From an optimization exercise on the open Yosys and OpenROAD flow, aimed at small area, a short achievable clock period and few clock cycles per item; shortcuts taken in it are not production practice. The RTL was checked by simulation tests, not by an equivalence proof against the original design.

==> flow/design.v (outline; a module is shown in full before it is edited, if it fits) <==
// module window_fetch: 39 lines
// module conv_fa: 10 lines
// module conv_mac_k0: 296 lines
// module conv_mac_k1: 294 lines
// module max_pool: 26 lines
// module layer_ctrl: 132 lines
// module conv_top: 82 lines
module conv_top
#(
    parameter int IMG_BITS = 6    
) (
    input  wire               clk,
    input  wire               rst,
    input  wire               ready,
    input  conv_pkg::pix_t         idata,
    input  conv_pkg::pix_t         cdata_rd,
    output logic              busy,
    output logic              cwr,
    output logic              crd,
    output logic [conv_pkg::ADDR_W-1:0] iaddr,
    output logic [conv_pkg::ADDR_W-1:0] caddr_wr,
    output logic [conv_pkg::ADDR_W-1:0] caddr_rd,
    output conv_pkg::pix_t              cdata_wr,
    output logic [2:0]        csel
);
  // ...
==> flow/flow/run.sh <==
#!/bin/bash
# The standard layout (the standard.sh, unchanged synthesis and steps),
# with ORFS's repair_timing asked to reach a setup slack of 9.0 ns.
# The SDC and clock period are the standard flow's own.
set -euo pipefail
bash standard.sh SETUP_SLACK_MARGIN=9.0 finish > standard_run.log 2>&1
==> flow/standard.sh <==
#!/bin/bash
# synth_recipe.tcl (not shown) runs the flow's synth.tcl, then flattens the netlist and writes it again
# the make line also repeats each setting of config.mk as NAME=value (left out here)
make -C /OpenROAD-flow-scripts/flow DESIGN_CONFIG=/design/flow/config.mk WORK_HOME=/design/flow/orfs CLKGATE_MAP_FILE= SYNTH_SCRIPT=/design/flow/synth_recipe.tcl "${@:-finish}"
==> flow/config.mk <==
export PLATFORM = sky130hd
export DESIGN_NAME = conv_top
export DESIGN_NICKNAME = conv_top
export VERILOG_FILES = /design/flow/design.v
export SDC_FILE = /design/flow/constraint.sdc
export NUM_CORES = 4
export LEC_CHECK = 0
export CAP_MARGIN = 20
export CORE_MARGIN = 2
export CORE_UTILIZATION = 55
export CTS_CLUSTER_DIAMETER = 200
export CTS_CLUSTER_SIZE = 20
export SLEW_MARGIN = 20
export SYNTH_HIERARCHICAL = 1
export SYNTH_MINIMUM_KEEP_SIZE = 0
==> flow/constraint.sdc <==
create_clock -name core_clock -period 12.5 [get_ports {clk}]
set_input_delay 2.5000 -clock core_clock [delete_from_list [all_inputs] [get_ports {clk}]]
set_output_delay 2.5000 -clock core_clock [all_outputs]
set_load 0.01 [all_outputs]
==> flow_summary.json, run 1 <==
{
  "dr_total_vias": 22493,
  "path_class": "flip-flop to output port",
  "final_common_cell": "fa_1",
  "cts.sinks": 710,
  "worst-path-stages": 1,
  "bufAreaShareNonClock_pct": 4.24,
  "min_path_cells": 0,
  "cp_num_buf_inv": 1,
  "wl_met3_mm": 8.31,
  "final_cell_mix": "750 x fa_1, 489 x dfxtp_1, 384 x inv_1",
  "diodes": 3,
  "max_freq_mhz": 273,
  "antenna_left": 0,
  "reg_top3": "u_window_fetch.s1 (100), u_window_fetch.s0 (96), u_window_fetch.s2 (96)",
  "grt_use_met3_pct": 6.94,
  "placedCellCount": 3967,
  "regToRegStartpoint": "u_layer_ctrl.ph[2]",
  "cts_tree": "done",
  "syn_area_um2": 41700,
  "setup_violations": 0,
  "outcome": "finished clean",
  "routed.top_layer": "met4",
  "grt_pass1_vias": 25435,
  "slew_violations": 0,
  "rsz0062_at_grt": "true",
  "fp-row-count": 101,
  "drt_iter0_markers": 1452,
  "tns_ns": 0,
  "crit_arrival_ns": 1.17,
  "start_util_pct": 55.2,
  "final-clk-cell-share_pct": 2.48,
  "seqCellArea_um2": 15200,
  "num-clock-buffers": 49,
  "clock-root-buffer": "clkbuf_16",
  "design.core.area_um2": 75600,
  "dominant_cells": "multi-input combinational cells",
  "track_usage_pct": 28.8
}
Testbench counts, summed over its fixed seeds: cycles 125,124, images 12.
==> run 2, diff against run 1 <==
==> flow/flow/run.sh (replaced) <==
#!/bin/bash
# The standard layout (the standard.sh, unchanged synthesis and steps),
# with ORFS's repair_timing asked to reach a setup slack of 9.2 ns.
# The SDC and clock period are the standard flow's own.
set -euo pipefail
bash standard.sh SETUP_SLACK_MARGIN=9.2 finish > standard_run.log 2>&1
==> run 2 against run 1 <==
- still clean on timing, DRC and antenna
- global-route usage barely moved
- utilization rose by 1.6 points
- flip-flop and latch count did not move
- worst hold slack improved by 0.013 ns
- critical path depth rose by 6
- first-iteration DRC count rose by 9.6%
- sequential share of layout area fell by 0.73 points
- register-to-register slack barely moved
- critical path type is now flip-flop to flip-flop
==> flow_summary.json, run 2 <==
{
  "syn_area_um2": 41700,
  "drtPass1Iterations": 5,
  "reg_top3": "u_window_fetch.s1 (100), u_window_fetch.s0 (96), u_window_fetch.s2 (96)",
  "design.core.area_um2": 75600,
  "r2r-end": "u_mac_k1_bot.acc_c[7]",
  "slew_violations": 0,
  "post-route-drc-count": 0,
  "multi_input_comb_area_um2": 25000,
  "hold_class": "flip-flop to flip-flop",
  "reg2reg_depth": 7,
  "holdPathEnd": "u_window_fetch.s1[52]",
  "numCtsBuffers": 41,
  "start_util_pct": 55.2,
  "min_from": "u_window_fetch.s1[56]",
  "antenna_left": 0,
  "path_class": "flip-flop to flip-flop",
  "die_width_um": 279,
  "placedCellCount": 3965,
  "crit_arrival_ns": 4.17,
  "min_path_cells": 0,
  "max-cap-violations": 0,
  "clock_skew_ns": 0.0244,
  "largest_reg_flops": 100,
  "drive_above_1_share_pct": 27.6,
  "outcome": "finished clean",
  "grt_pass1_wl_mm": 162,
  "gp_congestion": 0.946,
  "track_usage_pct": 28.8,
  "grt_pass1_vias": 25609,
  "final_common_cell": "fa_1",
  "startpoint_type": "flip-flop",
  "seqCellArea_um2": 15300,
  "wl_per_cell_um": 25.9,
  "synthCells": 3079,
  "critical_path.max_fanout": 4,
  "tns_ns": 0,
  "clkTransAtPathRegs_ns": 0.10,
  "cts.sinks": 710,
  "fp-row-count": 101,
  "finalWirelength_mm": 109,
  "viasPerCell": 5.46,
  "cts_tree": "done",
  "setup_violations": 0,
  "fin_cells": 4204,
  "clk_latency_ns": 0.63,
  "htreeDepth": 2,
  "ioPinCount": 105,
  "rsz0062_at_grt": "true",
  "antenna_found_initial": 2,
  "cp-end-kind": "flip-flop",
  "max_freq_mhz": 274,
  "clock-root-buffer": "clkbuf_16",
  "gr-total-overflow": 0,
  "hold_violations": 0,
  "period_share_pct": 29.2,
  "worstMarginPinSlew_ns": 0.823,
  "hpwl_mm": 80.1,
  "drt_iter0_markers": 1592,
  "regMostFlops": "u_window_fetch.s1",
  "slew_headroom_pct": 44.9,
  "ff2ff_setup_slack_ns": 8.84,
  "crit_required_ns": 13.01,
  "fin_crit_ns": 3.66,
  "port_buffers": 70,
  "dr_total_vias": 22952,
  "die_area_um2": 78100,
  "grt_max_degree": 63,
  "die_h_um": 279,
  "fin_nets": 4231,
  "cts_buffer_depth": 3,
  "yosysWarningCount": 19,
  "worst_hold_slack_ns": 0.307,
  "syn_avg_cell_area_um2": 13.6,
  "final_cell_mix": "643 x fa_1, 476 x dfxtp_1, 376 x inv_1",
  "area_growth_syn_to_layout_pct": 12.3,
  "fillers": 5790,
  "regToRegStartpoint": "u_layer_ctrl.ph[2]"
}
run 2: cell types whose count changed in the layout (fill, tap and decap cells not counted), sizes merged:
cell    change
buf        +70
clkbuf      +2
diode       -2
bufbuf      +1
run 2: worst max-delay path, cell delays in order, from the launching register on:
cell and delay [ns]:
dfxtp_4 0.47, clkinvlp_4 0.22, fa_2 0.59, fa_1 0.46, fa_1 0.48, fa_2 0.36, fa_1 0.53, fa_2 0.44
run 2: area by class of cell:
cell class | instances | area share [%]
multi-input combinational | 1799 | 53.4
sequential | 710 | 32.6
timing repair buffer | 265 | 5.65
inverter | 396 | 3.21
tap | 978 | 2.61
clock buffer | 51 | 2.27
clock inverter | 4 | 0.216
antenna | 1 | 0.00534
run 2: how the worst max path moves through the flow:
| stage | startpoint | endpoint | depth (start not counted) |
|---|---|---|---|
| detailed placement | u_layer_ctrl.ph[2] | u_mac_k1_bot.acc_c[7] | 7 |
| floorplan | u_layer_ctrl.ph[0] | u_mac_k1_top.acc_c[7] | 7 |
| global placement | u_layer_ctrl.ph[2] | u_mac_k1_bot.acc_c[7] | 7 |
| CTS | u_layer_ctrl.busy | busy | 1 |
| finish | u_layer_ctrl.ph[2] | u_mac_k1_bot.acc_c[7] | 7 |
| global route | u_layer_ctrl.ph[2] | u_mac_k1_bot.acc_c[7] | 9 |
run 2: what timing repair did:
item,in CTS,in global routing
endpoints found under the setup margin,264,188
hold buffers,0,0
buffers inserted,119,59
resized for setup,573,172
cloned,3,2
pin swaps,82,97
run 2: metrics by stage:
stage,util [%],worst slack [ns],area [um2]
6_report,62.0,8.84,46900
5_1_grt,62.0,8.78,46900
4_1_cts,60.5,8.82,45800
3_5_place_dp,56.5,8.08,42700
3_3_place_gp,56.5,8.14,42700
2_1_floorplan,-,9.01,42000
run 2: routing by layer:
metal	share of wire [%]	vias up	GRT usage, %
li1	-	9743	-
met1	40	12210	38.9
met2	49	804	47.1
met3	6.6	195	5.07
met4	4.2	0	10.7
met5	0	-	0
==> run 3, diff against run 2 <==
==> flow/flow/run.sh (replaced) <==
#!/bin/bash
# The standard layout (the standard.sh, unchanged synthesis and steps),
# with ORFS's repair_timing asked to reach a setup slack of 8.8 ns.
# The SDC and clock period are the standard flow's own.
set -euo pipefail
bash standard.sh SETUP_SLACK_MARGIN=8.8 finish > standard_run.log 2>&1
==> run 3 against run 2 <==
- via count fell by 4.3%
- utilization is 3.5 points lower
- cell count decreased by 3.3%
- still clean on timing, DRC and antenna
==> flow_summary.json, run 3 <==
{
  "drtPass1Iterations": 5,
  "viasPerCell": 5.40,
  "yosysWarningCount": 19,
  "syn_area_um2": 41700,
  "regMostFlops": "u_window_fetch.s1",
  "clkTransAtPathRegs_ns": 0.10,
  "period_share_pct": 29.4,
  "fin_crit_ns": 3.67,
  "final_common_cell": "fa_1",
  "design.core.area_um2": 75600,
  "fp-row-count": 101,
  "synthCells": 3079,
  "crit_end": "u_mac_k1_top.acc_c[13]",
  "path_class": "flip-flop to flip-flop",
  "largest_reg_flops": 100,
  "max_freq_mhz": 273,
  "outcome": "finished clean",
  "cts.sinks": 710,
  "worstMarginPinSlew_ns": 1.08,
  "ff2ff_setup_slack_ns": 8.83,
  "cts_tree": "done",
  "reg_top3": "u_window_fetch.s1 (100), u_window_fetch.s0 (96), u_window_fetch.s2 (96)",
  "setup_violations": 0,
  "max-cap-violations": 0,
  "clock-root-buffer": "clkbuf_16",
  "crit_required_ns": 13.00,
  "fin_nets": 4091,
  "antenna_left": 0,
  "clk_latency_ns": 0.64,
  "tns_ns": 0,
  "cp-end-kind": "flip-flop",
  "grt_max_degree": 56,
  "die_h_um": 279,
  "htreeDepth": 2,
  "clock_skew_ns": 0.0292,
  "regToRegStartpoint": "u_window_fetch.s1[10]",
  "track_usage_pct": 27.9,
  "antenna_found_initial": 2,
  "area_growth_syn_to_layout_pct": 5.97,
  "gp_congestion": 0.960,
  "hold_violations": 0,
  "placedCellCount": 3969,
  "gr-total-overflow": 0,
  "port_buffers": 70,
  "reg2reg_depth": 6,
  "critical_path.max_fanout": 6,
  "slew_violations": 0,
  "slew_headroom_pct": 28.2,
  "wl_per_cell_um": 25.7,
  "start_util_pct": 55.2,
  "grt_pass1_wl_mm": 158,
  "syn_avg_cell_area_um2": 13.6,
  "numCtsBuffers": 41,
  "grt_pass1_vias": 24972,
  "ioPinCount": 105,
  "rsz0062_at_grt": "true",
  "finalWirelength_mm": 104,
  "startpoint_type": "flip-flop",
  "fin_cells": 4065,
  "worstSetupStartpoint": "u_window_fetch.s1[10]",
  "dr_total_vias": 21962,
  "crit_arrival_ns": 4.17,
  "r2r-end": "u_mac_k1_top.acc_c[13]",
  "die_area_um2": 78100,
  "drive_above_1_share_pct": 13.8,
  "cts_buffer_depth": 3,
  "drt_iter0_markers": 1428,
  "final_cell_mix": "843 x fa_1, 536 x dfxtp_1, 393 x inv_1",
  "post-route-drc-count": 0,
  "hold_class": "flip-flop to flip-flop",
  "min_from": "u_window_fetch.s3[23]",
  "hpwl_mm": 79.1,
  "die_width_um": 279
}
## run 3: critical path: stages (launching register included)
cell and delay, ns:
dfxtp_1 0.66, fa_1 0.53, fa_1 0.42, fa_1 0.53, fa_1 0.45, fa_1 0.51
fa_1 0.42
## run 3: final cells by class
type	instances	area (um2)
fill	6172	31400
multi-input combinational	1799	24300
sequential	710	15000
inverter	396	1490
tap	978	1220
clock buffer	51	1060
timing repair buffer	125	1050
clock inverter	4	101
antenna	2	5.00
## run 3: worst min path at each step
| stage | end | cells past startpoint |
|---|---|---|
| 2_1_floorplan | u_window_fetch.s0[10] | 0 |
| 3_3_place_gp | u_window_fetch.s2[63] | 0 |
| 3_5_place_dp | u_window_fetch.s0[11] | 0 |
| 4_1_cts | u_window_fetch.s3[19] | 0 |
| 5_1_grt | u_window_fetch.s3[19] | 0 |
| 6_report | u_window_fetch.s3[19] | 0 |
## run 3: through the flow
stage	hold slack (ns)	cell area, um2	utilization [%]	setup slack (ns)
after floorplan	0.310	41800	-	8.82
after global placement	0.310	42600	56.3	8.26
after detailed placement	0.312	42600	56.3	8.23
after CTS	0.299	44100	58.4	8.78
after global routing	0.316	44200	58.5	8.78
final	0.302	44200	58.5	8.83
## run 3: routing by layer
layer	GRT usage [%]	vias up	share of wire, %
li1	-	9455	-
met1	38.2	11654	42
met2	45.7	696	48
met3	5.32	157	6.6
met4	8.52	0	3.4
met5	0	-	0
## run 3: what timing repair did
| action | in CTS | in global routing |
|---|---|---|
| hold buffers | 0 | 0 |
| setup buffers | 31 | 7 |
| cloned | 0 | 1 |
| pin swaps | 0 | 1 |
| setup endpoints to repair | 156 | 86 |
| resized for setup | 267 | 74 |

afterwards: timing with drivers on the ports:
No port has a modelled driver above. Below, the same layouts with a new extraction and two added sets of constraints.
Step 1 (the two cells are an assumption about what drives the block):
set clk [get_ports {clk}]
set_driving_cell -lib_cell sky130_fd_sc_hd__clkbuf_16 $clk
set_driving_cell -lib_cell sky130_fd_sc_hd__buf_2 [delete_from_list [all_inputs] $clk]
Step 2 moves the port delays by t, midway between the first and last clock arrival at a register: inputs arrive t later, outputs are due t later. That takes back most of the time a late clock gives input paths.
Three values: no drivers, after step 1, after step 2; two values: the first two.
run	t (ns)	setup slack, ns	clock arrival spread, ns	worst data-port slew with drivers (ns)
run 1	0.674	8.835 / 8.769 / 8.839	0.039 / 0.039	0.03
run 2	0.679	8.844 / 8.797 / 8.844	0.025 / 0.025	0.04
run 3	0.685	8.831 / 8.780 / 8.831	0.029 / 0.029	0.04
After both steps every run listed still meets setup and hold.
